Context: an optimization exercise on an open-source flow, tuned for small area. The choices shown serve that exercise and are no tape-out recipe.
At most, simulation tests tie the RTL to the original design; equivalence was not proved.
Only the layout flow was run in run 5; the RTL was not checked for function there.
The clock port is modelled as an ideal driver; clocking choices that lean on that would not hold on a real chip.
Power figures rest on the tool's default switching activity, not on a simulated workload.

==> flow/flow/run.sh <==
#!/bin/bash
# The standard ORFS layout (standard.sh) with these changes:
#  - synthesis is the standard flow's (synth_recipe.tcl, the same passes and register
#    mapping), but abc maps the logic with an area-oriented script
#    (flow/abc_area.script) through flow/synth.tcl;
#  - port buffers use the smallest buffer (buf_1);
#  - CTS builds its tree from clkbuf_4 (root clkbuf_8) and adds no dummy loads;
#  - after CTS, fixclk.tcl upsizes any clock buffer whose flip-flop clock pins
#    would see a slew over LIMIT_PS (placement parasitics), then legalises.
# Each tool's output goes to a log file of its own in this folder.
set -euo pipefail
export MY_ABC_SCRIPT="$PWD/flow/abc_area.script"
ARGS=(
  "SYNTH_SCRIPT=$PWD/flow/synth.tcl"
  "GPL_KEEP_OVERFLOW=0"
  "BUFFER_PORTS_ARGS=-buffer_cell sky130_fd_sc_hd__buf_1"
  "CTS_ARGS=-sink_clustering_enable -repair_clock_nets -dont_use_dummy_load -root_buf sky130_fd_sc_hd__clkbuf_8 -buf_list sky130_fd_sc_hd__clkbuf_4"
)
bash standard.sh "${ARGS[@]}" cts > make_cts.log 2>&1
R=orfs/results/sky130hd/edge_top/base
PLATFORM_DIR="$FLOW_HOME/platforms/sky130hd" ODB="$R/4_1_cts.odb" SDC="$R/4_cts.sdc" \
  LIMIT_PS=122 DRYRUN=0 openroad -no_init -exit flow/fixclk.tcl > fixclk.log 2>&1
bash standard.sh "${ARGS[@]}" finish > make_finish.log 2>&1
==> flow/flow/abc_area.script <==
&get -n
&st
&syn2
&dch
&nf -a -R 1000 -p -C 32 -F 8 -A 6
&put
topo
dnsize -c
==> flow/flow/fixclk.tcl <==
# Upsize clock buffers whose flip-flop clock pins would see a slow slew.
# Only buffers that drive flip-flop clock pins are considered.
# Usage: openroad fixclk.tcl with env ODB (in/out), LIMIT_PS, DRYRUN
set P $::env(PLATFORM_DIR)
read_lef $P/lef/sky130_fd_sc_hd.tlef
read_lef $P/lef/sky130_fd_sc_hd_merged.lef
read_liberty $P/lib/sky130_fd_sc_hd__tt_025C_1v80.lib
read_db $::env(ODB)
read_sdc $::env(SDC)
source $P/setRC.tcl
set_propagated_clock [all_clocks]
set limit [expr {$::env(LIMIT_PS) * 1e-12}]
set next {sky130_fd_sc_hd__clkbuf_1 sky130_fd_sc_hd__clkbuf_2 sky130_fd_sc_hd__clkbuf_2 sky130_fd_sc_hd__clkbuf_4 sky130_fd_sc_hd__clkbuf_4 sky130_fd_sc_hd__clkbuf_8 sky130_fd_sc_hd__clkbuf_8 sky130_fd_sc_hd__clkbuf_16}
proc worst_sink_slew {buf} {
  set w 0
  set o [get_pins -of_objects $buf -filter "direction==output"]
  set ffpins [get_pins -of_objects [get_nets -of_objects $o] -filter "direction==input&&is_clock"]
  foreach p $ffpins {
    foreach edge {rise fall} { foreach mm {max min} {
      set s [sta::time_ui_sta [get_property $p slew_${mm}_$edge]]
      if {$s > $w} {set w $s}
    }}
  }
  return $w
}
for {set iter 0} {$iter < 4} {incr iter} {
  estimate_parasitics -placement
  set changed 0
  foreach b [get_cells -filter "ref_name=~sky130_fd_sc_hd__clkbuf_*"] {
    set w [worst_sink_slew $b]
    set ref [get_property $b ref_name]
    puts [format "iter %d %s %s sink_slew=%.1f ps" $iter [get_full_name $b] $ref [expr {$w*1e12}]]
    if {$w > $limit && [dict exists $next $ref] && !$::env(DRYRUN)} {
      replace_cell [get_full_name $b] [dict get $next $ref]
      puts "  -> [dict get $next $ref]"
      incr changed
    }
  }
  if {!$changed} break
}
if {!$::env(DRYRUN)} {
  detailed_placement
  check_placement
  write_db $::env(ODB)
}
==> flow/flow/synth.tcl <==
proc synth {args} { yosys synth -nofsm -noshare {*}$args }
proc abc {args} {
  set i [lsearch -exact $args -script]
  if {$i >= 0 && [info exists ::env(MY_ABC_SCRIPT)]} { lset args [expr {$i+1}] $::env(MY_ABC_SCRIPT) }
  yosys abc {*}$args
}
source $::env(SCRIPTS_DIR)/synth.tcl
# left out here: clear keep_hierarchy, flatten, clean up, hide names made inside functions, write 1_2_yosys.v
==> flow/standard.sh <==
#!/bin/bash
# synth_recipe.tcl (not shown) runs the flow's synth.tcl, then flattens the netlist and writes it again
# the make line also repeats each setting of config.mk as NAME=value (left out here)
make -C /OpenROAD-flow-scripts/flow DESIGN_CONFIG=/design/flow/config.mk WORK_HOME=/design/flow/orfs CLKGATE_MAP_FILE= SYNTH_SCRIPT=/design/flow/synth_recipe.tcl "${@:-finish}"
==> flow/config.mk <==
export PLATFORM = sky130hd
export DESIGN_NAME = edge_top
export DESIGN_NICKNAME = edge_top
export VERILOG_FILES = /design/flow/design.v
export SDC_FILE = /design/flow/constraint.sdc
export NUM_CORES = 4
export LEC_CHECK = 0
export CAP_MARGIN = 0
export CORE_MARGIN = 2
export CORE_UTILIZATION = 40
export GPL_ROUTABILITY_DRIVEN = 0
export GPL_TIMING_DRIVEN = 0
export SLEW_MARGIN = 0
==> flow/constraint.sdc <==
create_clock -name core_clock -period 10.0 [get_ports {clk}]
set_input_delay 2.0000 -clock core_clock [delete_from_list [all_inputs] [get_ports {clk}]]
set_output_delay 2.0000 -clock core_clock [all_outputs]
set_load 0.01 [all_outputs]
==> flow/design.v <==
package edge_pkg;
    localparam int FRAME_W      = 16;
    localparam int FRAME_H      = 8;
    localparam int FRAME_PIXELS = FRAME_W * FRAME_H;
    localparam int ADDR_W       = $clog2(FRAME_PIXELS);
    localparam int EDGE_TH = 24;
    typedef struct packed {
        logic [7:0] r;
        logic [7:0] g;
        logic [7:0] b;
    } rgb_t;
    typedef struct packed {
        logic              we;
        logic [ADDR_W-1:0] addr;
        rgb_t              rgb;
    } pixel_wr_t;
    typedef struct packed {
        logic valid;
        logic first;   
        rgb_t rgb;
    } pixel_stream_t;
    typedef struct packed {
        logic valid;
        logic last;    
        logic edge_bit;
    } edge_stream_t;
endpackage
`timescale 1ns/1ns
module edge_top (
    input  logic       clk,
    input  logic       reset,
    input  logic       i_byte_valid,
    input  logic [7:0] i_byte,
    output logic       o_out_valid,
    output logic [7:0] o_out_byte,
    output logic       o_frame_done
);
    logic [1:0] phase;    
    logic [6:0] pix;      
    logic [9:0] acc;      
    logic [7:0] prev;     
    wire ph_b = phase[1];
    wire ph_g = phase[0];
    wire bw   = i_byte_valid && ph_b;            
    function automatic logic [10:0] radd10(input logic [9:0] a, input logic [9:0] b, input logic ci);
        logic [10:0] r;
        logic c;
        c = ci;
        for (int i = 0; i < 10; i++) begin
            r[i] = a[i] ^ b[i] ^ c;
            c    = (a[i] & b[i]) | (a[i] & c) | (b[i] & c);
        end
        r[10] = c;
        radd10 = r;
    endfunction
    wire        ph_r  = !phase[1] && !phase[0];
    wire        take  = i_byte_valid;
    wire [9:0]  add_a = (take && ph_r) ? 10'd0 : acc;
    wire [9:0]  add_b = !take ? 10'd0 : ph_g ? {1'b0, i_byte, 1'b0} : {2'b00, i_byte};
    wire [10:0] sum_f = radd10(add_a, add_b, 1'b0);
    wire [9:0]  sum   = sum_f[9:0];
    wire [7:0] grey = sum[9:2];
    wire [10:0] d_f = radd10({2'b00, grey}, {2'b11, ~prev}, 1'b1);
    wire [8:0]  d   = d_f[8:0];
    wire       ge25  = d[7] | d[6] | d[5] | (d[4] & d[3] & (d[2] | d[1] | d[0]));
    wire       ge232 = d[7] & d[6] & d[5] & (d[4] | d[3]);
    wire       e     = d[8] ? !ge232 : ge25;
    logic [7:0] pix_c;
    logic [6:0] pix_inc;
    always_comb begin
        pix_c[0] = bw;
        for (int i = 0; i < 7; i++) begin
            pix_inc[i]  = pix[i] ^ pix_c[i];
            pix_c[i+1]  = pix[i] & pix_c[i];
        end
    end
    always_ff @(posedge clk) begin
        if (reset) begin
            phase <= 2'd0;
            pix   <= '0;
        end else begin
            if (i_byte_valid)
                phase <= ph_b ? 2'd0 : phase + 2'd1;
            pix <= pix_inc;
        end
    end
    always_ff @(posedge clk) begin
        acc <= sum;
        if (bw)
            prev <= grey;
    end
    logic [7:0] rc;
    logic [7:0] out_sr;
    wire        rd     = rc[7];
    wire        active = (rc != 8'd1);
    wire        e0     = bw && (pix == 7'd127);
    logic [8:0] rc_c;
    logic [7:0] rc_inc;
    always_comb begin
        rc_c[0] = active;
        for (int i = 0; i < 8; i++) begin
            rc_inc[i]  = rc[i] ^ rc_c[i];
            rc_c[i+1]  = rc[i] & rc_c[i];
        end
    end
    always_ff @(posedge clk) begin
        if (reset)
            rc <= 8'd1;
        else if (e0)
            rc <= 8'd124;
        else
            rc <= rc_inc;
    end
    assign o_frame_done = (rc == 8'd0);
    assign o_out_valid  = o_frame_done || (rc[7] && rc[2:0] == 3'd0 && rc[6:3] != 4'd0);
    assign o_out_byte   = out_sr;
    logic x1, x2;
    logic [4:0] s0a;
    logic [7:0] s0b;
    wire wv = bw && (pix[3:0] != 4'd0);
    wire rv = rd && (rc[3:0] != 4'd0);
    always_ff @(posedge clk) begin
        if (bw && pix == 7'd1)
            x1 <= e;
        if (bw && pix == 7'd2)
            x2 <= e;
    end
    wire w0a = bw && (pix[6:3] == 4'd0) && (pix[2] || (pix[1] && pix[0]));
    wire r0a = rd && (rc[6:3] == 4'd0) && (rc[2] || (rc[1] && rc[0]));
    wire w0b = bw && (pix[6:3] == 4'd1);
    wire r0b = rd && (rc[6:3] == 4'd1);
    always_ff @(posedge clk) begin
        if (w0a || r0a)
            s0a <= {e, s0a[4:1]};
        if (w0b || r0b)
            s0b <= {e, s0b[7:1]};
    end
    logic [7:0] lsb;
    assign lsb[0] = rc[3] ? s0b[0] :
                    (rc[2:0] == 3'd1) ? x1 : (rc[2:0] == 3'd2) ? x2 : s0a[0];
    genvar k;
    generate
        for (k = 1; k < 8; k++) begin : g_row
            logic [14:0] s;
            wire wk = wv && (pix[6:4] == k);
            wire rk = rv && (rc[6:4] == k);
            always_ff @(posedge clk) begin
                if (wk || rk)
                    s <= {e, s[14:1]};
            end
            assign lsb[k] = s[0];
        end
    endgenerate
    wire ser = (rc[3:0] != 4'd0) && lsb[rc[6:4]];
    always_ff @(posedge clk)
        out_sr <= {ser, out_sr[7:1]};
endmodule
==> impl_metrics.py, run 1 <==
metrics = {
    "clocking": {
        "clk_pin_slew_ns": 0.11,
        "postCtsHoldBufs": 0,
        "cts_resized": 0,
        "cts_max_path_buffers": 2,
        "cts.sink_count": 163,
        "htree_levels": 4,
        "cts-root-buf": "clkbuf_8",
        "numCtsBuffers": 17,
        "insertion_delay_ns": 0.43,
        "cts_setup_buffers": 0,
        "cts_tree": "yes",
    },
    "job": {
        "cap_violations": 0,
    },
    "critical_path": {
        "crit_path_top_delay_cell": "a22oi_1",
        "critPathMaxStageDelay_ns": 0.81,
        "path_class": "input pin to flip-flop",
        "critPathBufInv": 3,
        "worstSetupStartpointType": "input pin",
        "worst_ep_arrival_time_ns": 8.26,
        "required_ns": 10.06,
        "crit_path_end_kind": "flip-flop",
        "cp_cell_sequence": "buf_1 -> nor2b_1 -> nand2b_1 -> and2_0 -> ha_1 -> clkinv_1 -> fa_1 -> fa_1 -> fa_1 -> fa_1 -> fa_1 -> fa_1 -> fa_1 -> fa_1 -> clkinv_1 -> ha_1 -> or2_0 -> fa_1 -> nor4b_1 -> a22oi_1",
        "crit_fanout": 11,
        "cp_top_family": "adder cells",
        "cp_common_cell": "fa_1",
    },
    "synth": {
        "synth_top_area_share_pct": 66.5,
        "ys.flop_type": "edfxtp_1",
        "syn_area_per_cell_sq_um": 17.5,
        "synth_most_common_cell": "edfxtp_1",
        "syn_inst": 330,
        "yosysWarningCount": 1,
        "syn_nets": 370,
        "synth.distinct_cells": 33,
        "synth_edf_count": 128,
        "yosysTopAreaCell": "edfxtp_1",
        "synth_area_leaders": "edfxtp_1 66%, dfxtp_1 12%, fa_1 4.2%, ha_1 3.7%, nor2_1 1.4%",
        "synth-seq-cells": 163,
        "async_flop_share_pct": 0,
        "syn_area_sq_um": 5780,
        "yosysSeqAreaShare_pct": 78.6,
        "synth_common_cells": "128 x edfxtp_1, 35 x dfxtp_1, 21 x nor2_1, 19 x nand2_1",
    },
    "timing": {
        "rsz0062_at_grt": "no",
        "finalSetupTns_ns": 0,
        "drv_slew": 0,
        "layout_min_cycle_time_ns": 8.20,
        "worst_slew_pin_slew_ns": 1.02,
        "fmax_mhz": 122,
        "setup_viol": 0,
        "fin_crit_sh_pct": 82.0,
        "max_slew_margin_pct": 32.1,
        "hold_viol": 0,
        "fin_skew_ns": 0.0334,
    },
    "layout": {
        "postLayoutCoreUtil_pct": 44.9,
        "n_fill_cell": 1255,
        "diodes": 0,
        "final_area_sq_um": 6290,
        "multi_input_area_sq_um": 1220,
        "layout-drive-gt1-share_pct": 7.59,
        "fin_nets": 411,
        "area.sequential_sq_um": 4540,
        "areaGrowthSynthToFinish_pct": 8.67,
    },
    "floorplanning": {
        "die_area_sq_um": 15400,
        "start_util_pct": 41.4,
        "ioPinCount": 21,
        "fp.dieW_microns": 124,
        "die_h_microns": 124,
        "coreArea_sq_um": 14000,
        "rows": 43,
    },
    "global_route": {
        "grt_first_pass_wirelength_microns": 13300,
        "grt_antenna_before_repair": 0,
        "overflow": 0,
        "grt.total_usage_pct": 11.1,
        "grt_max_degree": 18,
        "grt_pass1_vias": 2753,
    },
    "drt": {
        "dr.pass1.iters": 4,
        "final_antenna_net_count": 0,
        "vias": 2665,
        "drcViolationCount": 0,
        "drtIter0Drc": 258,
        "routedWlPerCell_microns": 14.3,
        "wl_microns": 7830,
        "routed_via_density": 4.85,
    },
    "placed_design": {
        "post_dp_cell_area_sq_um": 6120,
        "post-dp-hpwl_microns": 5030,
        "io_buffers": 20,
    },
    "power_and_ir_drop": {
        "p_leak_uw": 0.00202,
        "finalPower_uw": 1310,
        "vdd.ir_drop.worst_uv": 131,
        "power_density_nw_per_um2": 208,
    },
    "worst_hold_path": {
        "worstHoldPathType": "flip-flop to flip-flop",
    },
    "status": {
        "status": "finished clean",
    },
}
[worst paths after layout]
check,start,endpoint,slack [ns],cells past startpoint
worst max-delay path,i_byte_valid,x1,1.80,20
worst min-delay path,out_sr[6],out_sr[5],0.36,0
worst max register to register,phase[0],x1,3.21,19
worst min register to register,out_sr[6],out_sr[5],0.36,0
[sequential cells by signal, indices dropped and copies added, names as in the netlist]
name,flops
pix,7
x2,1
prev,8
phase,2
x1,1
s0b,8
rc,8
g_row.s,105
acc,10
s0a,5
out_sr,8
[kinds of logic after synthesis]
logic type	after synthesis	synth area share, %
simple gates	81	7.01
buf+inv	17	1.10
compound gates	30	3.48
fa+ha+maj	29	7.83
flops	163	78.6
mux	3	0.952
xor+xnor	7	1.06
[power by group]
group,switching (uW),internal [uW]
Clock,182,87.8
Combinational,135,95.6
Sequential,20.7,785
[through the flow]
step / hold WS [ns] / instances / worst slack (ns)
floorplan: 0.382 / 330 / 2.24
global placement: 0.338 / 530 / 1.38
detailed placement: 0.338 / 532 / 1.33
CTS: 0.359 / 549 / 1.76
global route: 0.371 / 549 / 1.37
finish: 0.356 / 549 / 1.80
[layout make-up]
cell class | instances | share of cell area (%)
timing repair buffer | 22 | 1.49
inverter | 17 | 1.02
sequential | 163 | 72.3
multi-input combinational | 150 | 19.4
clock buffer | 17 | 2.23
tap | 180 | 3.58
[metal layers]
layer  track usage, %  vias to the layer above  routed length [microns]
met5                0                        -                        0
met4             5.29                        0                      165
met3             4.47                       14                      328
met2             15.5                       41                     3320
met1             15.2                     1312                     4020
li1                 -                     1298                        -
[cells in the final DEF, fill, tap and decap left out, types with 4 or more instances in the layout]
master    netlist  layout
ha_1           17      17
clkbuf_4        0      15
buf_1           0      20
edfxtp_1      128     128
a22oi_1         8       8
a21oi_1         5       5
o21ai_0         4       4
nand2_1        19      19
nand2b_1        6       6
fa_1           12      12
nor2_1         21      21
o22ai_2         0       5
xnor2_1         4       4
nor3_1          6       6
clkinv_1       17      17
dfxtp_1        35      35
and2_0          4       4
nor2b_1         9       9
==> run 2: changes to the inputs <==
--- a/flow/config.mk
+++ b/flow/config.mk
@@ -10,3 +10,2 @@
 export CORE_UTILIZATION = 40
-export GPL_ROUTABILITY_DRIVEN = 0
 export GPL_TIMING_DRIVEN = 0
==> run 2 against run 1 <==
- die area unchanged
- non-clock buffer count unchanged
- combinational power about the same
- register-to-register slack about the same
- global-route usage unchanged
- via count unchanged
- core utilization unchanged
- sequential share of layout area unchanged
- critical path type unchanged
- largest cell class unchanged
- highest routed layer unchanged
==> impl_metrics.py, run 2 <==
metrics = {
    "status": {
        "status": "finished clean",
    },
    "layout": {
        "layout-drive-gt1-share_pct": 7.59,
        "layout_commonest_cell": "edfxtp_1",
        "largest_reg_flops": 105,
        "final_area_sq_um": 6290,
        "areaGrowthSynthToFinish_pct": 8.67,
        "top_regs": "g_row.s: 105 flops, acc: 10 flops",
        "diodes": 0,
        "final_cell_mix": "128 x edfxtp_1, 35 x dfxtp_1, 21 x nor2_1, 20 x buf_1, 19 x nand2_1",
        "fin_nets": 411,
        "top_register": "g_row.s",
        "n_fill_cell": 1255,
    },
    "drt": {
        "routedWlPerCell_microns": 14.3,
        "drcViolationCount": 0,
        "wl_microns": 7830,
        "vias": 2665,
        "routed_via_density": 4.85,
        "dr.pass1.iters": 4,
        "final_antenna_net_count": 0,
        "drtIter0Drc": 258,
    },
    "floorplanning": {
        "die_area_sq_um": 15400,
        "die_h_microns": 124,
        "ioPinCount": 21,
        "rows": 43,
        "fp.dieW_microns": 124,
        "coreArea_sq_um": 14000,
        "start_util_pct": 41.4,
    },
    "timing": {
        "worst_hold_slack_ns": 0.356,
        "fin_skew_ns": 0.0334,
        "fin_crit_sh_pct": 82.0,
        "layout_min_cycle_time_ns": 8.20,
        "drv_slew": 0,
        "fmax_mhz": 122,
        "rsz0062_at_grt": "no",
        "max_slew_margin_pct": 32.1,
        "setup_viol": 0,
        "hold_viol": 0,
        "finalSetupTns_ns": 0,
        "worst_slew_pin_slew_ns": 1.02,
    },
    "synth": {
        "syn_area_per_cell_sq_um": 17.5,
        "syn_nets": 370,
        "synth_top_area_share_pct": 66.5,
        "synth_common_cells": "128 x edfxtp_1, 35 x dfxtp_1, 21 x nor2_1, 19 x nand2_1",
        "yosysSeqAreaShare_pct": 78.6,
        "syn_inst": 330,
        "synth_most_common_cell": "edfxtp_1",
        "synth.distinct_cells": 33,
        "yosysTopAreaCell": "edfxtp_1",
        "synth-seq-cells": 163,
        "async_flop_share_pct": 0,
        "yosysWarningCount": 1,
        "synth_edf_count": 128,
        "ys.flop_type": "edfxtp_1",
        "synth_area_leaders": "edfxtp_1 66%, dfxtp_1 12%, fa_1 4.2%, ha_1 3.7%, nor2_1 1.4%",
        "syn_area_sq_um": 5780,
    },
    "critical_path": {
        "critPathMaxStageDelay_ns": 0.81,
        "crit_fanout": 11,
        "critPathBufInv": 3,
        "path_class": "input pin to flip-flop",
        "worst_ep_arrival_time_ns": 8.26,
        "worstSetupStartpointType": "input pin",
        "required_ns": 10.06,
        "cp_top_family": "adder cells",
        "crit_path_top_delay_cell": "a22oi_1",
        "crit_path_end_kind": "flip-flop",
        "cp_common_cell": "fa_1",
        "cp_cell_sequence": "buf_1 -> nor2b_1 -> nand2b_1 -> and2_0 -> ha_1 -> clkinv_1 -> fa_1 -> fa_1 -> fa_1 -> fa_1 -> fa_1 -> fa_1 -> fa_1 -> fa_1 -> clkinv_1 -> ha_1 -> or2_0 -> fa_1 -> nor4b_1 -> a22oi_1",
    },
    "placed_design": {
        "gp_congestion": 0.769,
        "io_buffers": 20,
        "post-dp-hpwl_microns": 5030,
        "post_dp_cell_area_sq_um": 6120,
    },
    "power_and_ir_drop": {
        "internal_power_uw": 969,
        "p_seq_share_pct": 61.7,
        "finalPower_uw": 1310,
        "pwr-share-clk_pct": 20.6,
        "power_density_nw_per_um2": 208,
        "p_sw_uw": 337,
        "p_sw_share_pct": 25.8,
        "p_leak_uw": 0.00202,
        "vdd.ir_drop.worst_uv": 131,
        "pwr-share-comb_pct": 17.6,
    },
    "global_route": {
        "grt_first_pass_wirelength_microns": 13300,
        "overflow": 0,
        "grt_max_degree": 18,
        "grt.total_usage_pct": 11.1,
        "grt_antenna_before_repair": 0,
        "grt_pass1_vias": 2753,
    },
    "clocking": {
        "cts_resized": 0,
        "postCtsHoldBufs": 0,
        "numCtsBuffers": 17,
        "cts.sink_count": 163,
        "insertion_delay_ns": 0.43,
        "htree_levels": 4,
        "cts_max_path_buffers": 2,
        "cts_setup_buffers": 0,
        "cts-root-buf": "clkbuf_8",
        "cts_tree": "yes",
        "clk_pin_slew_ns": 0.11,
    },
    "job": {
        "cap_violations": 0,
    },
    "worst_hold_path": {
        "worstHoldPathType": "flip-flop to flip-flop",
    },
}
[run 2: cell families (layout without fill, tap and decap cells)]
logic type	Yosys count	in the layout	share of synthesized area, %
AND/OR/NAND/NOR	81	81	7.01
flip-flops	163	163	78.6
XOR/XNOR	7	7	1.06
adder cells (fa/ha/maj)	29	29	7.83
multiplexers	3	3	0.952
buffers and inverters	17	56	1.10
AO/OA/AOI/OAI	30	30	3.48
[run 2: path summary, 6_finish.rpt]
| path | startpoint | end | slack, ns | cells past startpoint |
|---|---|---|---|---|
| worst max register to register | phase[0] | x1 | 3.21 | 19 |
| worst min register to register | out_sr[6] | out_sr[5] | 0.36 | 0 |
| worst max-delay path | i_byte_valid | x1 | 1.80 | 20 |
| worst min-delay path | out_sr[6] | out_sr[5] | 0.36 | 0 |
[run 2: final cells by class]
cell class	instances	area, sq um	area share (%)
clock buffer	17	140	2.23
inverter	17	63.8	1.02
multi-input combinational	150	1220	19.4
sequential	163	4540	72.3
tap	180	225	3.58
timing repair buffer	22	93.8	1.49
[run 2: layer usage]
metal,vias to the layer above,track usage (%),routed length [microns]
li1,1298,-,-
met1,1312,15.2,4020
met2,41,15.5,3320
met3,14,4.47,328
met4,0,5.29,165
met5,-,0,0
[run 2: worst reg2reg max path, cell delays in order, from the launching register on]
cell and delay (ns):
dfxtp_1 0.37, nor2b_1 0.14, nand2b_1 0.33, and2_0 0.19
ha_1 0.15, clkinv_1 0.07, fa_1 0.39, fa_1 0.40
fa_1 0.40, fa_1 0.39, fa_1 0.39, fa_1 0.40
fa_1 0.40, fa_1 0.52, clkinv_1 0.10, ha_1 0.18
or2_0 0.23, fa_1 0.51, nor4b_1 0.06, a22oi_1 0.81
[run 2: power groups by stage]
stage / sequential, uW / clock, uW / combinational, uW
after CTS: 807 / 280 / 237
final: 806 / 270 / 230
after detailed placement: 823 / 0 / 235
after global routing: 813 / 310 / 269
after floorplan: 826 / 0 / 164
after global placement: 820 / 0 / 230
[run 2: stage by stage]
| stage | cells | setup slack, ns | util, % |
|---|---|---|---|
| after floorplan | 330 | 2.24 | - |
| after global placement | 530 | 1.38 | 43.5 |
| after detailed placement | 532 | 1.33 | 43.8 |
| after CTS | 549 | 1.76 | 44.7 |
| after global routing | 549 | 1.37 | 44.9 |
| final | 549 | 1.80 | 44.9 |
==> run 3: changes to the inputs <==
--- a/flow/config.mk
+++ b/flow/config.mk
@@ -10,3 +10,2 @@
 export CORE_UTILIZATION = 40
-export GPL_TIMING_DRIVEN = 0
 export SLEW_MARGIN = 0
==> run 3 against run 2 <==
- setup slack improved by 0.17 ns
- fmax increased by 2.1%
- critical path depth unchanged
- register-to-register slack gained 0.21 ns
- synthesized area unchanged
- critical path type unchanged
- highest routed layer unchanged
==> impl_metrics.py, run 3 <==
metrics = {
    "power_and_ir_drop": {
        "power_density_nw_per_um2": 209,
        "finalPower_uw": 1310,
        "p_leak_uw": 0.00203,
        "vdd.ir_drop.worst_uv": 103,
    },
    "critical_path": {
        "r2r_setup_slack_ns": 3.42,
        "crit_fanout": 11,
        "r2r-end": "g_row[2].s[14]",
        "worst_ep_arrival_time_ns": 8.10,
        "worstSetupStartpointType": "input pin",
        "crit_path_end_kind": "flip-flop",
        "path_class": "input pin to flip-flop",
        "rr_worst_depth": 20,
        "required_ns": 10.06,
        "r2r_start": "phase[0]",
    },
    "synth": {
        "synth_top_area_share_pct": 66.5,
        "yosysSeqAreaShare_pct": 78.6,
        "synth_most_common_cell": "edfxtp_1",
        "synth-seq-cells": 163,
        "synth_edf_count": 128,
        "syn_inst": 330,
        "async_flop_share_pct": 0,
        "synth.distinct_cells": 33,
        "synth_area_leaders": "edfxtp_1 66%, dfxtp_1 12%, fa_1 4.2%, ha_1 3.7%, nor2_1 1.4%",
        "synthAdderAreaFrac_pct": 7.83,
        "synth.area.mux_share_pct": 0.952,
        "yosysTopAreaCell": "edfxtp_1",
        "synthXorXnorAreaFrac_pct": 1.06,
        "syn_area_sq_um": 5780,
        "synth_common_cells": "128 x edfxtp_1, 35 x dfxtp_1, 21 x nor2_1, 19 x nand2_1",
        "yosysWarningCount": 1,
        "synth_compound_area_share_pct": 3.48,
        "synth_top_family_by_area": "adder cells",
        "synthSimpleGateAreaFrac_pct": 7.01,
        "syn_area_per_cell_sq_um": 17.5,
        "syn_nets": 370,
        "ys.flop_type": "edfxtp_1",
    },
    "clocking": {
        "cts_resized": 0,
        "insertion_delay_ns": 0.43,
        "cts-root-buf": "clkbuf_8",
        "cts_setup_buffers": 0,
        "cts_max_path_buffers": 2,
        "cts.sink_count": 163,
        "htree_levels": 4,
        "postCtsHoldBufs": 0,
        "numCtsBuffers": 17,
        "clk_pin_slew_ns": 0.11,
        "cts_tree": "yes",
    },
    "layout": {
        "final_cell_mix": "128 x edfxtp_1, 35 x dfxtp_1, 21 x nor2_1, 20 x buf_1, 19 x nand2_1",
        "stdcell_count": 552,
        "layout-drive-gt1-share_pct": 7.53,
        "top_register": "g_row.s",
        "largest_reg_flops": 105,
        "diodes": 0,
        "layout_commonest_cell": "edfxtp_1",
        "top_regs": "g_row.s: 105 flops, acc: 10 flops",
        "fin_nets": 414,
        "final_area_sq_um": 6280,
        "areaGrowthSynthToFinish_pct": 8.63,
        "n_fill_cell": 1263,
    },
    "timing": {
        "fmax_mhz": 124,
        "max_slew_margin_pct": 42.8,
        "setup_viol": 0,
        "fin_crit_sh_pct": 80.4,
        "layout_min_cycle_time_ns": 8.04,
        "rsz0062_at_grt": "no",
        "hold_viol": 0,
        "fin_skew_ns": 0.0296,
        "worst_slew_pin_slew_ns": 0.858,
        "drv_slew": 0,
        "finalSetupTns_ns": 0,
    },
    "global_route": {
        "grt_first_pass_wirelength_microns": 13800,
        "overflow": 0,
        "grt.total_usage_pct": 11.5,
        "grt_antenna_before_repair": 0,
        "grt_pass1_vias": 2799,
        "grt_max_degree": 18,
    },
    "drt": {
        "vias": 2682,
        "final_antenna_net_count": 0,
        "drcViolationCount": 0,
        "routedWlPerCell_microns": 14.7,
        "routed_via_density": 4.86,
        "drtIter0Drc": 144,
        "wl_microns": 8140,
        "dr.pass1.iters": 4,
    },
    "worst_hold_path": {
        "hold_start": "out_sr[4]",
        "worstHoldPathType": "flip-flop to flip-flop",
        "whs_endpoint": "out_sr[3]",
        "whs_path_depth": 0,
    },
    "floorplanning": {
        "coreArea_sq_um": 14000,
        "ioPinCount": 21,
        "rows": 43,
        "die_h_microns": 124,
        "die_area_sq_um": 15400,
        "start_util_pct": 41.4,
        "fp.dieW_microns": 124,
    },
    "placed_design": {
        "post-dp-hpwl_microns": 5390,
        "io_buffers": 20,
        "post_dp_cell_area_sq_um": 6130,
        "gp_congestion": 0.752,
        "dp.cells": 534,
    },
    "status": {
        "status": "finished clean",
    },
    "job": {
        "cap_violations": 0,
    },
}
[run 3: cell types whose count changed in the layout (fill, tap and decap cells not counted), sizes merged]
cell    previous run  this run
buf               22        24
clkbuf            17        18
[run 3: report_power, final]
| group | switching (uW) | leakage (uW) | internal, uW |
|---|---|---|---|
| combinational | 135 | 0.000509 | 98.0 |
| sequential | 22.4 | 0.00144 | 785 |
| clock | 183 | 0.0000834 | 87.8 |
| total | 340 | 0.00203 | 971 |
[run 3: per-layer routing]
| metal | vias up | share of wire [%] | track usage (%) |
|---|---|---|---|
| li1 | 1306 | - | - |
| met4 | 0 | 2.0 | 5.22 |
| met5 | - | 0 | 0 |
| met1 | 1317 | 49 | 14.6 |
| met2 | 42 | 45 | 17.6 |
| met3 | 17 | 3.8 | 4.42 |
[run 3: final cells by class]
class | count | area (sq um) | area share (%)
Timing Repair Buffer | 25 | 110 | 1.75
Inverter | 17 | 63.8 | 1.02
Clock buffer | 17 | 140 | 2.23
Tap cell | 180 | 225 | 3.58
Multi-Input combinational cell | 150 | 1200 | 19.1
Sequential cell | 163 | 4540 | 72.3
[run 3: cells by family after synthesis]
kind of cell | count (synthesis)
buffers and inverters | 17
AO/OA/AOI/OAI | 30
multiplexers | 3
flip-flops | 163
AND/OR/NAND/NOR | 81
XOR/XNOR | 7
adder cells (fa/ha/maj) | 29
[run 3: how the worst max path moves through the flow]
stage | start | to | cells past startpoint
finish | i_byte_valid | g_row[2].s[14] | 20
global route | i_byte_valid | g_row[2].s[14] | 21
CTS | i_byte_valid | g_row[7].s[14] | 20
detailed placement | i_byte_valid | g_row[2].s[14] | 20
global placement | i_byte_valid | g_row[4].s[14] | 20
floorplan | i_byte_valid | g_row[1].s[14] | 20
[run 3: per-stage QoR]
| stage | hold slack [ns] | util (%) | setup slack (ns) |
|---|---|---|---|
| 2_1_floorplan | 0.382 | - | 2.24 |
| 3_3_place_gp | 0.337 | 43.5 | 1.78 |
| 3_5_place_dp | 0.338 | 43.8 | 1.54 |
| 4_1_cts | 0.357 | 44.8 | 1.98 |
| 5_1_grt | 0.363 | 44.9 | 1.60 |
| 6_report | 0.350 | 44.9 | 1.96 |
[run 3: critical path, cell delays in order]
cell,delay [ns]
buf_1,0.15
nor2b_1,0.47
and2_0,0.20
ha_1,0.15
clkinv_1,0.07
fa_1,0.40
fa_1,0.41
fa_1,0.40
fa_1,0.39
fa_1,0.40
fa_1,0.39
fa_1,0.39
fa_1,0.52
clkinv_1,0.10
ha_1,0.18
or2_0,0.24
fa_1,0.53
clkinv_1,0.06
a2111oi_0,0.32
a22oi_1,0.34
==> run 4: changes to the inputs <==
--- a/flow/flow/synth.tcl
+++ b/flow/flow/synth.tcl
@@ -1 +1,4 @@
+# synth_recipe.tcl (the standard synthesis) with one change: every abc
+# call uses the script named by MY_ABC_SCRIPT instead of ORFS's. Registers are
+# mapped before abc runs, so they keep the standard synthesis's names and cells.
 proc synth {args} { yosys synth -nofsm -noshare {*}$args }
==> run 4 against run 3 <==
- still clean on timing, DRC and antenna
- final area is the same
- global-route usage unchanged
- hold slack did not move
- non-clock buffer count unchanged
- sequential power hardly changed
- flip-flop and latch count unchanged
- critical path depth is the same
- setup slack is the same
- sequential share of layout area unchanged
- critical path type unchanged
- highest routed layer unchanged
==> impl_metrics.py, run 4 <==
metrics = {
    "clocking": {
        "postCtsHoldBufs": 0,
        "clk_pin_slew_ns": 0.11,
        "insertion_delay_ns": 0.43,
        "cts_max_path_buffers": 2,
        "htree_levels": 4,
        "cts.sink_count": 163,
        "cts_setup_buffers": 0,
        "cts_tree": "yes",
        "numCtsBuffers": 17,
        "cts_resized": 0,
        "cts-root-buf": "clkbuf_8",
    },
    "critical_path": {
        "worst_ep_arrival_time_ns": 8.10,
        "worst-path-stages": 20,
        "worstSetupStartpointType": "input pin",
        "r2r_start": "phase[0]",
        "crit_fanout": 11,
        "r2r_setup_slack_ns": 3.42,
        "r2r-end": "g_row[2].s[14]",
        "path_class": "input pin to flip-flop",
        "cp_common_cell": "fa_1",
        "cp_top_family": "adder cells",
        "cp_cell_sequence": "buf_1 -> nor2b_1 -> and2_0 -> ha_1 -> clkinv_1 -> fa_1 -> fa_1 -> fa_1 -> fa_1 -> fa_1 -> fa_1 -> fa_1 -> fa_1 -> clkinv_1 -> ha_1 -> or2_0 -> fa_1 -> clkinv_1 -> a2111oi_0 -> a22oi_1",
        "rr_worst_depth": 20,
        "crit_path_end_kind": "flip-flop",
        "critPathMaxStageDelay_ns": 0.53,
        "worstSetupStartpoint": "i_byte_valid",
        "critPathBufInv": 4,
        "crit_end": "g_row[2].s[14]",
        "required_ns": 10.06,
        "crit_path_top_delay_cell": "fa_1",
    },
    "synth": {
        "synth_top_area_share_pct": 66.5,
        "async_flop_share_pct": 0,
        "synth_most_common_cell": "edfxtp_1",
        "syn_inst": 330,
        "syn_area_sq_um": 5780,
        "synth-seq-cells": 163,
        "syn_area_per_cell_sq_um": 17.5,
        "synth_edf_count": 128,
        "yosysWarningCount": 1,
        "syn_nets": 370,
        "synth.distinct_cells": 33,
        "ys.flop_type": "edfxtp_1",
        "synth_common_cells": "128 x edfxtp_1, 35 x dfxtp_1, 21 x nor2_1, 19 x nand2_1",
        "yosysSeqAreaShare_pct": 78.6,
        "yosysTopAreaCell": "edfxtp_1",
        "synth_area_leaders": "edfxtp_1 66%, dfxtp_1 12%, fa_1 4.2%, ha_1 3.7%, nor2_1 1.4%",
    },
    "global_route": {
        "grt.total_usage_pct": 11.5,
        "overflow": 0,
        "grt_antenna_before_repair": 0,
        "grt_first_pass_wirelength_microns": 13800,
        "grt_max_degree": 18,
        "grt_pass1_vias": 2799,
    },
    "layout": {
        "top_register": "g_row.s",
        "final_cell_mix": "128 x edfxtp_1, 35 x dfxtp_1, 21 x nor2_1, 20 x buf_1, 19 x nand2_1",
        "largest_reg_flops": 105,
        "fin_nets": 414,
        "areaGrowthSynthToFinish_pct": 8.63,
        "layout-drive-gt1-share_pct": 7.53,
        "layout_commonest_cell": "edfxtp_1",
        "diodes": 0,
        "top_regs": "g_row.s: 105 flops, acc: 10 flops",
    },
    "floorplanning": {
        "rows": 43,
        "fp.dieW_microns": 124,
        "start_util_pct": 41.4,
        "die_area_sq_um": 15400,
        "ioPinCount": 21,
        "coreArea_sq_um": 14000,
        "die_h_microns": 124,
    },
    "placed_design": {
        "post-dp-hpwl_microns": 5390,
        "io_buffers": 20,
        "gp_congestion": 0.752,
    },
    "drt": {
        "wl_microns": 8140,
        "routed_via_density": 4.86,
        "final_antenna_net_count": 0,
        "dr.pass1.iters": 4,
        "vias": 2682,
        "routedWlPerCell_microns": 14.7,
        "drtIter0Drc": 144,
        "drcViolationCount": 0,
    },
    "timing": {
        "fin_crit_sh_pct": 80.4,
        "fin_skew_ns": 0.0296,
        "finalSetupTns_ns": 0,
        "rsz0062_at_grt": "no",
        "max_slew_margin_pct": 42.8,
        "worst_hold_slack_ns": 0.350,
        "layout_min_cycle_time_ns": 8.04,
        "fmax_mhz": 124,
        "worst_slew_pin_slew_ns": 0.858,
        "drv_slew": 0,
        "hold_viol": 0,
        "setup_viol": 0,
    },
    "power_and_ir_drop": {
        "vdd.ir_drop.worst_uv": 103,
        "p_leak_uw": 0.00203,
        "power_density_nw_per_um2": 209,
    },
    "status": {
        "status": "finished clean",
    },
    "worst_hold_path": {
        "worstHoldPathType": "flip-flop to flip-flop",
    },
    "job": {
        "cap_violations": 0,
    },
}
[run 4: cell counts after synthesis]
Identical to the previous run, type by type.
[run 4: per-stage QoR]
stage          worst slack (ns)  cells  util, %  cell area, sq um  power (uW)
3_5_place_dp               1.54    534     43.8              6130        1060
5_1_grt                    1.60    552     44.9              6280        1390
6_report                   1.96    552     44.9              6280        1310
2_1_floorplan              2.24    330        -              5780         990
4_1_cts                    1.98    551     44.8              6270        1330
3_3_place_gp               1.78    530     43.5              6080        1050
[run 4: logic make-up (layout without fill, tap and decap cells)]
logic type,count (synthesis),after routing,synth area share (%)
fa+ha+maj,29,29,7.83
simple gates,81,81,7.01
flops,163,163,78.6
mux,3,3,0.952
xor+xnor,7,7,1.06
buf+inv,17,59,1.10
compound gates,30,30,3.48
[run 4: worst min path at each step]
stage / end / slack, ns / cells after the start / start
2_1_floorplan: out_sr[0] / 0.38 / 0 / out_sr[1]
3_3_place_gp: out_sr[2] / 0.34 / 0 / out_sr[3]
3_5_place_dp: out_sr[5] / 0.34 / 0 / out_sr[6]
4_1_cts: out_sr[3] / 0.36 / 0 / out_sr[4]
5_1_grt: out_sr[5] / 0.36 / 0 / out_sr[6]
6_report: out_sr[3] / 0.35 / 0 / out_sr[4]
[run 4: report_power, final]
part	switching, uW	internal [uW]	total [uW]	leakage (uW)
Clock	183	87.8	270	0.0000834
Sequential	22.4	785	808	0.00144
Combinational	135	98.0	233	0.000509
[run 4: layer usage]
layer  routed length, microns  up-vias  global-route usage [%]
li1                         -     1306                       -
met1                     3990     1317                    14.6
met2                     3670       42                    17.6
met3                      312       17                    4.42
met4                      163        0                    5.22
met5                        0        -                       0
[run 4: final cells by class]
class	count	area (sq um)
Fill cell	1263	7700
Inverter	17	63.8
Clock buffer	17	140
Tap cell	180	225
Multi-Input combinational cell	150	1200
Sequential cell	163	4540
Timing Repair Buffer	25	110
[run 4: worst reg2reg max path, cell delays in order (launching register included)]
cell and delay, ns:
dfxtp_1 0.36, nor2b_1 0.13, nand2b_1 0.28, and2_0 0.18, ha_1 0.15, clkinv_1 0.07
fa_1 0.40, fa_1 0.41, fa_1 0.40, fa_1 0.39, fa_1 0.40, fa_1 0.39
fa_1 0.39, fa_1 0.52, clkinv_1 0.10, ha_1 0.18, or2_0 0.24, fa_1 0.53
clkinv_1 0.06, a2111oi_0 0.32, a22oi_1 0.34
==> run 5: changes to the inputs <==
--- a/flow/design.v
+++ b/flow/design.v
@@ -82,3 +82,3 @@
             if (i_byte_valid)
-                phase <= ph_b ? 2'd0 : phase + 2'd1;
+                phase <= {phase[0], !(phase[0] || phase[1])};
             pix <= pix_inc;
@@ -95,3 +95,3 @@
     wire        active = (rc != 8'd1);
-    wire        e0     = bw && (pix == 7'd127);
+    wire        e0     = pix_c[7];           
     logic [8:0] rc_c;
--- a/flow/flow/run.sh
+++ b/flow/flow/run.sh
@@ -6,3 +6,3 @@
 #  - port buffers use the smallest buffer (buf_1);
-#  - CTS builds its tree from clkbuf_4 (root clkbuf_8) and adds no dummy loads;
+#  - CTS builds its tree from clkbuf_4 (root clkbuf_4) and adds no dummy loads;
 #  - after CTS, fixclk.tcl upsizes any clock buffer whose flip-flop clock pins
@@ -16,3 +16,3 @@
   "BUFFER_PORTS_ARGS=-buffer_cell sky130_fd_sc_hd__buf_1"
-  "CTS_ARGS=-sink_clustering_enable -repair_clock_nets -dont_use_dummy_load -root_buf sky130_fd_sc_hd__clkbuf_8 -buf_list sky130_fd_sc_hd__clkbuf_4"
+  "CTS_ARGS=-sink_clustering_enable -repair_clock_nets -dont_use_dummy_load -root_buf sky130_fd_sc_hd__clkbuf_4 -buf_list sky130_fd_sc_hd__clkbuf_4"
 )
--- a/flow/flow/synth.tcl
+++ b/flow/flow/synth.tcl
@@ -1,4 +1 @@
-# synth_recipe.tcl (the standard synthesis) with one change: every abc
-# call uses the script named by MY_ABC_SCRIPT instead of ORFS's. Registers are
-# mapped before abc runs, so they keep the standard synthesis's names and cells.
 proc synth {args} { yosys synth -nofsm -noshare {*}$args }
==> run 5 against run 4 <==
- combinational power about the same
- register-to-register slack got worse by 0.60 ns
- global-route usage increased by 0.92 points
- clock power about the same
- critical path depth rose by 1
- flip-flop and latch count is the same
==> impl_metrics.py, run 5 <==
metrics = {
    "critical_path": {
        "rr_worst_depth": 20,
        "worstSetupStartpointType": "input pin",
        "crit_path_top_delay_cell": "fa_1",
        "cp_common_cell": "fa_1",
        "required_ns": 10.19,
        "r2r_start": "phase[0]",
        "worstSetupStartpoint": "i_byte_valid",
        "critPathMaxStageDelay_ns": 0.57,
        "crit_fanout": 11,
        "crit_path_end_kind": "flip-flop",
        "path_class": "input pin to flip-flop",
        "cp_cell_sequence": "buf_1 -> nor2b_1 -> nand2b_1 -> and2_0 -> ha_1 -> clkinv_1 -> fa_1 -> fa_1 -> fa_1 -> fa_1 -> fa_1 -> fa_1 -> fa_1 -> fa_1 -> clkinv_1 -> ha_1 -> or2_0 -> fa_1 -> clkinv_1 -> a2111oi_0 -> a22oi_1",
        "worst_ep_arrival_time_ns": 8.72,
    },
    "synth": {
        "syn_area_per_cell_sq_um": 17.7,
        "synth_common_cells": "128 x edfxtp_1, 35 x dfxtp_1, 20 x nor2_1, 18 x ha_1",
        "synth-seq-cells": 163,
        "synth.distinct_cells": 35,
        "yosysTopAreaCell": "edfxtp_1",
        "synth_most_common_cell": "edfxtp_1",
        "synth_edf_count": 128,
        "yosysSeqAreaShare_pct": 78.6,
        "synth_area_leaders": "edfxtp_1 67%, dfxtp_1 12%, fa_1 4.2%, ha_1 3.9%, nor2_1 1.3%",
        "ys.flop_type": "edfxtp_1",
        "syn_area_sq_um": 5780,
        "async_flop_share_pct": 0,
        "syn_inst": 327,
        "yosysWarningCount": 1,
        "synth_top_area_share_pct": 66.5,
        "syn_nets": 368,
    },
    "worst_hold_path": {
        "worstHoldPathType": "flip-flop to flip-flop",
        "hold_start": "out_sr[2]",
        "whs_path_depth": 0,
    },
    "clocking": {
        "cts_setup_buffers": 0,
        "cts_max_path_buffers": 2,
        "numCtsBuffers": 17,
        "cts_resized": 0,
        "htree_levels": 4,
        "cts-root-buf": "clkbuf_4",
        "clk_pin_slew_ns": 0.11,
        "insertion_delay_ns": 0.54,
        "postCtsHoldBufs": 0,
        "cts.sink_count": 163,
        "cts_tree": "yes",
    },
    "global_route": {
        "overflow": 0,
        "grt_antenna_before_repair": 0,
        "grt.total_usage_pct": 12.5,
        "grt_max_degree": 18,
        "grt_first_pass_wirelength_microns": 13900,
        "grt_pass1_vias": 2788,
    },
    "layout": {
        "areaGrowthSynthToFinish_pct": 9.01,
        "top_register": "g_row.s",
        "final_cell_mix": "128 x edfxtp_1, 35 x dfxtp_1, 20 x nor2_1, 20 x buf_1, 18 x ha_1",
        "diodes": 0,
        "layout-drive-gt1-share_pct": 7.86,
        "fin_nets": 412,
        "n_fill_cell": 1258,
        "largest_reg_flops": 105,
        "layout_commonest_cell": "edfxtp_1",
        "postLayoutCoreUtil_pct": 45.0,
        "stdcell_count": 549,
        "top_regs": "g_row.s: 105 flops, acc: 10 flops",
    },
    "floorplanning": {
        "die_h_microns": 124,
        "fp.dieW_microns": 124,
        "start_util_pct": 41.3,
        "coreArea_sq_um": 14000,
        "rows": 43,
        "ioPinCount": 21,
        "die_area_sq_um": 15400,
    },
    "job": {
        "cap_violations": 0,
    },
    "power_and_ir_drop": {
        "finalPower_uw": 1310,
        "power_density_nw_per_um2": 207,
        "vdd.ir_drop.worst_uv": 83.0,
        "p_leak_uw": 0.00205,
    },
    "timing": {
        "setup_viol": 0,
        "hold_viol": 0,
        "worst_hold_slack_ns": 0.321,
        "fin_crit_sh_pct": 85.2,
        "layout_min_cycle_time_ns": 8.52,
        "finalSetupTns_ns": 0,
        "max_slew_margin_pct": 40.7,
        "drv_slew": 0,
        "fin_skew_ns": 0.0352,
        "worst_slew_pin_slew_ns": 0.890,
        "rsz0062_at_grt": "no",
        "fmax_mhz": 117,
    },
    "drt": {
        "final_antenna_net_count": 0,
        "vias": 2734,
        "wl_microns": 8390,
        "drcViolationCount": 0,
        "routedWlPerCell_microns": 15.3,
        "routed_via_density": 4.98,
        "drtIter0Drc": 222,
        "dr.pass1.iters": 4,
    },
    "placed_design": {
        "post-dp-hpwl_microns": 5650,
        "dp.cells": 532,
        "io_buffers": 20,
        "gp_congestion": 0.771,
    },
    "status": {
        "status": "finished clean",
    },
}
run 5: cell families (layout without fill, tap and decap cells):
group           after synthesis  in the layout  synth area share (%)
flops                       163            163                  78.6
simple gates                 78             78                  6.78
fa+ha+maj                    30             30                  8.06
compound gates               30             30                  3.55
buf+inv                      17             59                  1.10
xor+xnor                      6              6                 0.909
mux                           3              3                 0.953
run 5: report_power, final:
group / switching (uW) / internal, uW / total [uW]
Combinational: 133 / 97.8 / 231
Clock: 181 / 86.2 / 267
Sequential: 21.8 / 786 / 808
Total: 336 / 970 / 1310
run 5: final timing paths:
path	to	slack [ns]
worst min-delay path	out_sr[1]	0.32
worst max-delay path	x2	1.48
worst max register to register	x2	2.82
worst min register to register	out_sr[1]	0.32
run 5: layer usage:
| metal | GRT usage, % | wire length [microns] | vias up |
|---|---|---|---|
| met5 | 0 | 0 | - |
| met4 | 5.55 | 158 | 0 |
| met1 | 16.6 | 4150 | 1359 |
| met3 | 4.90 | 352 | 15 |
| met2 | 18.1 | 3730 | 60 |
| li1 | - | - | 1300 |
run 5: layout make-up:
type / instances / area [sq um] / share of cell area [%]
clock buffer: 17 / 140 / 2.22
inverter: 17 / 63.8 / 1.01
multi-input combinational: 147 / 1200 / 19.1
sequential: 163 / 4540 / 72.1
tap: 180 / 225 / 3.58
timing repair buffer: 25 / 120 / 1.91
run 5: metrics by stage:
stage / setup WS (ns) / cell area, sq um
after floorplan: 1.59 / 5780
after global placement: 1.15 / 6080
after detailed placement: 0.805 / 6150
after CTS: 1.40 / 6280
after global routing: 1.01 / 6300
final: 1.48 / 6300
run 5: worst max-delay path: cells and delay by family:
family                     cells  cell delay [ns]
AOI/OAI and AO/OA              2             0.68
and+or+nand+nor                4             1.01
adders and majority gates     11             4.67
buffers and inverters          4             0.35
==> run 6: changes to the inputs <==
--- a/flow/design.v
+++ b/flow/design.v
@@ -64,14 +64,3 @@
     wire [8:0]  d   = d_f[8:0];
-    wire       ge25  = d[7] | d[6] | d[5] | (d[4] & d[3] & (d[2] | d[1] | d[0]));
-    wire       ge232 = d[7] & d[6] & d[5] & (d[4] | d[3]);
-    wire       e     = d[8] ? !ge232 : ge25;
-    logic [7:0] pix_c;
-    logic [6:0] pix_inc;
-    always_comb begin
-        pix_c[0] = bw;
-        for (int i = 0; i < 7; i++) begin
-            pix_inc[i]  = pix[i] ^ pix_c[i];
-            pix_c[i+1]  = pix[i] & pix_c[i];
-        end
-    end
+    wire       e    = d[8] ? (d[7:0] < 8'd232) : (d[7:0] > 8'd24);
     always_ff @(posedge clk) begin
@@ -80,6 +69,6 @@
             pix   <= '0;
-        end else begin
-            if (i_byte_valid)
-                phase <= {phase[0], !(phase[0] || phase[1])};
-            pix <= pix_inc;
+        end else if (i_byte_valid) begin
+            phase <= ph_b ? 2'd0 : phase + 2'd1;
+            if (ph_b)
+                pix <= pix + 7'd1;
         end
@@ -95,12 +84,3 @@
     wire        active = (rc != 8'd1);
-    wire        e0     = pix_c[7];           
-    logic [8:0] rc_c;
-    logic [7:0] rc_inc;
-    always_comb begin
-        rc_c[0] = active;
-        for (int i = 0; i < 8; i++) begin
-            rc_inc[i]  = rc[i] ^ rc_c[i];
-            rc_c[i+1]  = rc[i] & rc_c[i];
-        end
-    end
+    wire        e0     = bw && (pix == 7'd127);
     always_ff @(posedge clk) begin
@@ -110,4 +90,4 @@
             rc <= 8'd124;
-        else
-            rc <= rc_inc;
+        else if (active)
+            rc <= rc + 8'd1;
     end
--- a/flow/flow/run.sh
+++ b/flow/flow/run.sh
@@ -3,6 +3,7 @@
 #  - synthesis is the standard flow's (synth_recipe.tcl, the same passes and register
-#    mapping), but abc maps the logic with an area-oriented script
-#    (flow/abc_area.script) through flow/synth.tcl;
+#    mapping), but through flow/synth.tcl only full adders are extracted as
+#    cells and abc maps the logic with an area-oriented script
+#    (flow/abc_area.script);
 #  - port buffers use the smallest buffer (buf_1);
-#  - CTS builds its tree from clkbuf_4 (root clkbuf_4) and adds no dummy loads;
+#  - CTS builds its tree from clkbuf_4 (root included) and adds no dummy loads;
 #  - after CTS, fixclk.tcl upsizes any clock buffer whose flip-flop clock pins
--- a/flow/flow/synth.tcl
+++ b/flow/flow/synth.tcl
@@ -1 +1,5 @@
+# synth_recipe.tcl (the standard synthesis) with two changes: extract_fa
+# extracts full adders only, and every abc call uses the script named by
+# MY_ABC_SCRIPT instead of ORFS's. Registers are mapped before abc runs, so
+# they keep the standard synthesis's names and cells.
 proc synth {args} { yosys synth -nofsm -noshare {*}$args }
@@ -6,2 +10,4 @@
 }
+# Full adders only: half adders are left to abc, which maps them smaller.
+proc extract_fa {args} { yosys extract_fa -fa {*}$args }
 source $::env(SCRIPTS_DIR)/synth.tcl
==> run 6 against run 5 <==
- first-iteration DRC count is 18% higher
- global-route usage rose by 0.45 points
- combinational power fell by 9.5%
- register-to-register slack gained 1.0 ns
- sequential share of layout area is 1.9 points higher
- hold slack improved by 0.019 ns
- non-clock buffer count is 3 lower
- highest routed layer unchanged
- critical endpoint is now g_row[4].s[14]
- clock-buffer cell count stayed put
- flip-flop and latch count did not move
- wire length rose by 1.8%
==> impl_metrics.py, run 6 <==
metrics = {
    "floorplanning": {
        "rows": 43,
        "start_util_pct": 40.9,
        "die_area_sq_um": 15100,
        "ioPinCount": 21,
        "coreArea_sq_um": 13800,
        "die_h_microns": 123,
        "fp.dieW_microns": 123,
    },
    "critical_path": {
        "required_ns": 10.21,
        "worstSetupStartpointType": "input pin",
        "crit_path_end_kind": "flip-flop",
        "r2r_start": "phase[0]",
        "worst_ep_arrival_time_ns": 7.71,
        "r2r_setup_slack_ns": 3.82,
        "rr_worst_depth": 18,
        "crit_fanout": 11,
        "path_class": "input pin to flip-flop",
        "r2r-end": "g_row[4].s[14]",
    },
    "drt": {
        "routed_via_density": 5.02,
        "final_antenna_net_count": 0,
        "drtIter0Drc": 261,
        "met1Wirelength_microns": 4120,
        "drcViolationCount": 0,
        "wl_microns": 8550,
        "met3_length_microns": 430,
        "routedWlPerCell_microns": 15.6,
        "top_layer": "met4",
        "vias": 2744,
        "wl_met2_microns": 3920,
        "dr.pass1.iters": 4,
    },
    "timing": {
        "rsz0062_at_grt": "no",
        "finalSetupTns_ns": 0,
        "setup_viol": 0,
        "layout_min_cycle_time_ns": 7.50,
        "drv_slew": 0,
        "hold_viol": 0,
        "fmax_mhz": 133,
        "fin_crit_sh_pct": 75.0,
        "fin_skew_ns": 0.0418,
        "worst_slew_pin_slew_ns": 0.952,
        "worst_hold_slack_ns": 0.340,
        "max_slew_margin_pct": 36.6,
    },
    "clocking": {
        "cts_max_path_buffers": 2,
        "htree_levels": 4,
        "cts_resized": 0,
        "cts-root-buf": "clkbuf_4",
        "postCtsHoldBufs": 0,
        "cts_tree": "yes",
        "insertion_delay_ns": 0.53,
        "clk_pin_slew_ns": 0.10,
        "cts.sink_count": 163,
        "cts_setup_buffers": 0,
        "numCtsBuffers": 17,
    },
    "layout": {
        "final_area_sq_um": 6140,
        "final_cell_mix": "128 x edfxtp_1, 35 x dfxtp_1, 23 x nand2_1, 20 x buf_1, 15 x clkbuf_4",
        "top_regs": "g_row.s: 105 flops, acc: 10 flops",
        "areaGrowthSynthToFinish_pct": 8.70,
        "fin_nets": 392,
        "layout-drive-gt1-share_pct": 6.81,
        "top_register": "g_row.s",
        "layout_commonest_cell": "edfxtp_1",
        "stdcell_count": 547,
        "diodes": 0,
        "largest_reg_flops": 105,
    },
    "synth": {
        "synth-seq-cells": 163,
        "synth_top_area_share_pct": 68.0,
        "syn_nets": 351,
        "syn_area_per_cell_sq_um": 17.2,
        "yosysWarningCount": 1,
        "synth_common_cells": "128 x edfxtp_1, 35 x dfxtp_1, 23 x nand2_1, 13 x nor2_1",
        "synth.distinct_cells": 33,
        "syn_area_sq_um": 5650,
        "synth_edf_count": 128,
        "synth_area_leaders": "edfxtp_1 68%, dfxtp_1 12%, fa_1 4.3%, nand2_1 1.5%, xnor2_1 1.2%",
        "yosysSeqAreaShare_pct": 80.4,
        "synth_most_common_cell": "edfxtp_1",
        "ys.flop_type": "edfxtp_1",
        "async_flop_share_pct": 0,
        "syn_inst": 328,
        "yosysTopAreaCell": "edfxtp_1",
    },
    "job": {
        "cap_violations": 0,
    },
    "worst_hold_path": {
        "hold_start": "out_sr[6]",
        "whs_path_depth": 0,
        "worstHoldPathType": "flip-flop to flip-flop",
        "whs_endpoint": "out_sr[5]",
    },
    "power_and_ir_drop": {
        "vdd.ir_drop.worst_uv": 134,
        "finalPower_uw": 1290,
        "p_leak_uw": 0.00185,
        "power_density_nw_per_um2": 210,
    },
    "placed_design": {
        "post_dp_cell_area_sq_um": 5990,
        "dp.cells": 530,
        "gp_congestion": 0.818,
        "post-dp-hpwl_microns": 5520,
        "io_buffers": 20,
    },
    "global_route": {
        "grt_max_degree": 18,
        "grt_first_pass_wirelength_microns": 14200,
        "grt_pass1_vias": 2794,
        "overflow": 0,
        "grt_antenna_before_repair": 0,
        "grt.total_usage_pct": 12.9,
    },
    "status": {
        "status": "finished clean",
    },
}
-- run 6: worst max-delay path: stages --
cell,delay [ns]
buf_1,0.15
nor2b_1,0.55
a22oi_1,0.22
fa_1,0.46
fa_1,0.40
fa_1,0.39
fa_1,0.38
fa_1,0.39
fa_1,0.39
fa_1,0.40
fa_1,0.50
clkinv_1,0.12
nand2_1,0.07
o21ai_0,0.10
fa_1,0.50
clkinv_1,0.07
a2111oi_0,0.31
nand2_1,0.09
o31a_1,0.22
-- run 6: per-layer routing --
metal	up-vias	track usage, %
li1	1310	-
met1	1371	17.2
met2	55	18.8
met3	8	5.25
met4	0	5.39
met5	-	0
-- run 6: worst max-delay path by stage --
stage	startpoint	endpoint	slack, ns
detailed placement	i_byte_valid	g_row[5].s[14]	1.97
global route	i_byte_valid	g_row[4].s[14]	2.16
CTS	i_byte_valid	g_row[1].s[14]	2.59
floorplan	i_byte_valid	g_row[1].s[14]	2.63
finish	i_byte_valid	g_row[4].s[14]	2.50
global placement	i_byte_valid	g_row[5].s[14]	2.23
-- run 6: power by group --
group / switching, uW / internal, uW / leakage (uW)
sequential: 26.1 / 784 / 0.00144
clock: 184 / 86.2 / 0.0000834
combinational: 124 / 85.0 / 0.000331
-- run 6: cell type report --
cell class	count	area [sq um]
repair buffers	22	90.1
inverters	12	45.0
clock buffers	17	140
fillers	1228	7690
well taps	180	225
flip-flops and latches	163	4540
multi-input cells	153	1100
-- run 6: metrics by stage --
| step | setup slack (ns) | utilization (%) |
|---|---|---|
| after floorplan | 2.63 | - |
| after global placement | 2.23 | 43.0 |
| after detailed placement | 1.97 | 43.3 |
| after CTS | 2.59 | 44.2 |
| after global routing | 2.16 | 44.4 |
| final | 2.50 | 44.4 |
-- run 6: logic make-up (layout without fill, tap and decap cells) --
| family | after synthesis | count (layout) | share of synthesized area (%) |
|---|---|---|---|
| AOI/OAI and AO/OA | 46 | 46 | 5.23 |
| xor gates and xnor gates | 12 | 12 | 1.86 |
| adders and majority gates | 12 | 12 | 4.25 |
| buffers and inverters | 12 | 51 | 0.797 |
| DFF | 163 | 163 | 80.4 |
| and+or+nand+nor | 83 | 83 | 7.42 |
==> run 7: changes to the inputs <==
--- a/flow/flow/run.sh
+++ b/flow/flow/run.sh
@@ -7,3 +7,3 @@
 #  - port buffers use the smallest buffer (buf_1);
-#  - CTS builds its tree from clkbuf_4 (root included) and adds no dummy loads;
+#  - CTS builds its tree from clkbuf_4 (root clkbuf_8) and adds no dummy loads;
 #  - after CTS, fixclk.tcl upsizes any clock buffer whose flip-flop clock pins
@@ -17,3 +17,3 @@
   "BUFFER_PORTS_ARGS=-buffer_cell sky130_fd_sc_hd__buf_1"
-  "CTS_ARGS=-sink_clustering_enable -repair_clock_nets -dont_use_dummy_load -root_buf sky130_fd_sc_hd__clkbuf_4 -buf_list sky130_fd_sc_hd__clkbuf_4"
+  "CTS_ARGS=-sink_clustering_enable -repair_clock_nets -dont_use_dummy_load -root_buf sky130_fd_sc_hd__clkbuf_8 -buf_list sky130_fd_sc_hd__clkbuf_4 -sink_clustering_size 12 -sink_clustering_max_diameter 35"
 )
==> run 7 against run 6 <==
- wire length down 0.27%
- via count unchanged
- total power unchanged
- non-clock buffer count unchanged
- sequential power about the same
- critical path type unchanged
- flip-flop and latch count unchanged
- synthesized cell count unchanged
- register-to-register slack about the same
- clock-buffer cell count unchanged
- critical path depth unchanged
- highest routed layer unchanged
==> impl_metrics.py, run 7 <==
metrics = {
    "status": {
        "status": "finished clean",
    },
    "synth": {
        "async_flop_share_pct": 0,
        "ys.flop_type": "edfxtp_1",
        "syn_nets": 351,
        "synth_area_leaders": "edfxtp_1 68%, dfxtp_1 12%, fa_1 4.3%, nand2_1 1.5%, xnor2_1 1.2%",
        "syn_inst": 328,
        "syn_area_per_cell_sq_um": 17.2,
        "synth-seq-cells": 163,
        "yosysSeqAreaShare_pct": 80.4,
        "synth_common_cells": "128 x edfxtp_1, 35 x dfxtp_1, 23 x nand2_1, 13 x nor2_1",
        "synth_most_common_cell": "edfxtp_1",
        "synth_edf_count": 128,
        "synth_top_area_share_pct": 68.0,
        "yosysWarningCount": 1,
        "synth.distinct_cells": 33,
        "yosysTopAreaCell": "edfxtp_1",
        "syn_area_sq_um": 5650,
    },
    "placed_design": {
        "io_buffers": 20,
        "post-dp-hpwl_microns": 5520,
        "gp_congestion": 0.818,
    },
    "drt": {
        "drtIter0Drc": 265,
        "routed_via_density": 5.02,
        "vias": 2744,
        "dr.pass1.iters": 5,
        "routedWlPerCell_microns": 15.6,
        "drcViolationCount": 0,
        "final_antenna_net_count": 0,
        "wl_microns": 8520,
    },
    "clocking": {
        "cts.sink_count": 163,
        "postCtsHoldBufs": 0,
        "cts_setup_buffers": 0,
        "numCtsBuffers": 17,
        "cts_resized": 0,
        "cts-root-buf": "clkbuf_8",
        "insertion_delay_ns": 0.42,
        "cts_tree": "yes",
        "clk_pin_slew_ns": 0.10,
        "htree_levels": 4,
        "cts_max_path_buffers": 2,
    },
    "timing": {
        "hold_viol": 0,
        "fin_skew_ns": 0.0331,
        "rsz0062_at_grt": "no",
        "worst_hold_slack_ns": 0.337,
        "fin_crit_sh_pct": 76.1,
        "layout_min_cycle_time_ns": 7.61,
        "drv_slew": 0,
        "fmax_mhz": 131,
        "worst_slew_pin_slew_ns": 0.951,
        "setup_viol": 0,
        "finalSetupTns_ns": 0,
        "max_slew_margin_pct": 36.6,
    },
    "power_and_ir_drop": {
        "vdd.ir_drop.worst_uv": 134,
        "p_leak_uw": 0.00185,
        "power_density_nw_per_um2": 210,
        "finalPower_uw": 1290,
    },
    "critical_path": {
        "crit_end": "g_row[4].s[14]",
        "crit_fanout": 11,
        "cp_top_family": "adder cells",
        "required_ns": 10.10,
        "crit_path_top_delay_cell": "nor2b_1",
        "cp_common_cell": "fa_1",
        "r2r_start": "phase[0]",
        "r2r_setup_slack_ns": 3.82,
        "cp_cell_sequence": "buf_1 -> nor2b_1 -> nand4_1 -> fa_1 -> fa_1 -> fa_1 -> fa_1 -> fa_1 -> fa_1 -> fa_1 -> fa_1 -> clkinv_1 -> nand2_1 -> o21ai_0 -> fa_1 -> clkinv_1 -> a2111oi_0 -> nand2_1 -> o31a_1",
        "worst_ep_arrival_time_ns": 7.71,
        "rr_worst_depth": 18,
        "worstSetupStartpoint": "i_byte_valid",
        "r2r-end": "g_row[4].s[14]",
        "critPathMaxStageDelay_ns": 0.54,
        "worstSetupStartpointType": "input pin",
        "crit_path_end_kind": "flip-flop",
        "path_class": "input pin to flip-flop",
        "worst-path-stages": 19,
        "critPathBufInv": 3,
    },
    "global_route": {
        "grt_pass1_vias": 2792,
        "overflow": 0,
        "grt_max_degree": 18,
        "grt.total_usage_pct": 12.9,
        "grt_antenna_before_repair": 0,
        "grt_first_pass_wirelength_microns": 14200,
    },
    "layout": {
        "top_register": "g_row.s",
        "diodes": 0,
        "layout_commonest_cell": "edfxtp_1",
        "largest_reg_flops": 105,
        "top_regs": "g_row.s: 105 flops, acc: 10 flops",
        "layout-drive-gt1-share_pct": 6.81,
        "areaGrowthSynthToFinish_pct": 8.70,
        "fin_nets": 392,
        "postLayoutCoreUtil_pct": 44.4,
        "final_cell_mix": "128 x edfxtp_1, 35 x dfxtp_1, 23 x nand2_1, 20 x buf_1, 15 x clkbuf_4",
    },
    "job": {
        "cap_violations": 0,
    },
    "floorplanning": {
        "ioPinCount": 21,
        "start_util_pct": 40.9,
        "coreArea_sq_um": 13800,
        "rows": 43,
        "die_h_microns": 123,
        "die_area_sq_um": 15100,
        "fp.dieW_microns": 123,
    },
    "worst_hold_path": {
        "worstHoldPathType": "flip-flop to flip-flop",
    },
}
-- run 7: cell counts in the layout (fill, tap and decap cells not counted) --
No cell type changed its count.
-- run 7: report_power, final --
| group | internal, uW | switching, uW |
|---|---|---|
| Combinational | 84.9 | 124 |
| Sequential | 784 | 26.3 |
| Clock | 87.9 | 182 |
-- run 7: final cells by class --
class                   count  area [sq um]
multi-input cells         153          1100
fillers                  1230          7690
inverters                  12          45.0
flip-flops and latches    163          4540
repair buffers             22          90.1
well taps                 180           225
clock buffers              17           140
-- run 7: kinds of logic after synthesis --
group	count (synthesis)	share of synthesized area, %
AND/OR/NAND/NOR	83	7.42
AO/OA/AOI/OAI	46	5.23
buffers and inverters	12	0.797
flip-flops	163	80.4
XOR/XNOR	12	1.86
adder cells (fa/ha/maj)	12	4.25
-- run 7: stage by stage --
stage,cells,setup WS (ns),area [sq um]
after floorplan,328,2.63,5650
after global placement,528,2.23,5950
after detailed placement,530,1.97,5990
after CTS,547,2.46,6120
after global routing,547,2.02,6140
final,547,2.39,6140
-- run 7: per-layer routing --
layer	wire [microns]	global-route usage (%)
met1	4000	17.2
met5	0	0
met4	102	5.17
met2	3910	18.8
met3	518	5.25
-- run 7: worst min-delay path by stage --
| stage | slack (ns) | from | to | cells past startpoint |
|---|---|---|---|---|
| global placement | 0.34 | out_sr[6] | out_sr[5] | 0 |
| CTS | 0.35 | out_sr[6] | out_sr[5] | 0 |
| floorplan | 0.38 | out_sr[1] | out_sr[0] | 0 |
| global route | 0.35 | out_sr[6] | out_sr[5] | 0 |
| finish | 0.34 | out_sr[6] | out_sr[5] | 0 |
| detailed placement | 0.34 | out_sr[5] | out_sr[4] | 0 |

-- what the ideal ports hide --
How much do the figures lean on ideal ports? The routed layouts below were timed once more, with nothing changed but the port constraints.
Step 1: set_driving_cell puts a clkbuf_16 on clk and a buf_2 on each other input, an assumption about the parent block.
Step 2 times the ports against the registers' clock, not the clock port: input delays grow and output delays shrink by t, the midpoint of the rising clock arrivals with the driver on.
a / b / c = ideal ports / drivers / drivers and shift; a / b = the first two.
run | t (ns) | setup WS [ns] | cell pins on the clock port's net
run 1 | 0.445 | 1.795 / 1.809 / 1.364 | 1
run 2 | 0.445 | 1.795 / 1.809 / 1.364 | 1
run 3 | 0.442 | 1.964 / 1.974 / 1.532 | 1
run 4 | 0.442 | 1.964 / 1.974 / 1.532 | 1
run 5 | 0.549 | 1.477 / 1.489 / 0.940 | 1
run 6 | 0.545 | 2.503 / 2.515 / 1.970 | 1
run 7 | 0.434 | 2.385 / 2.399 / 1.964 | 1
After both steps every run listed still meets setup and hold. For run 5, which loses most, drivers alone change the setup slack by +0.012 ns; drivers and shift together by -0.537 ns.
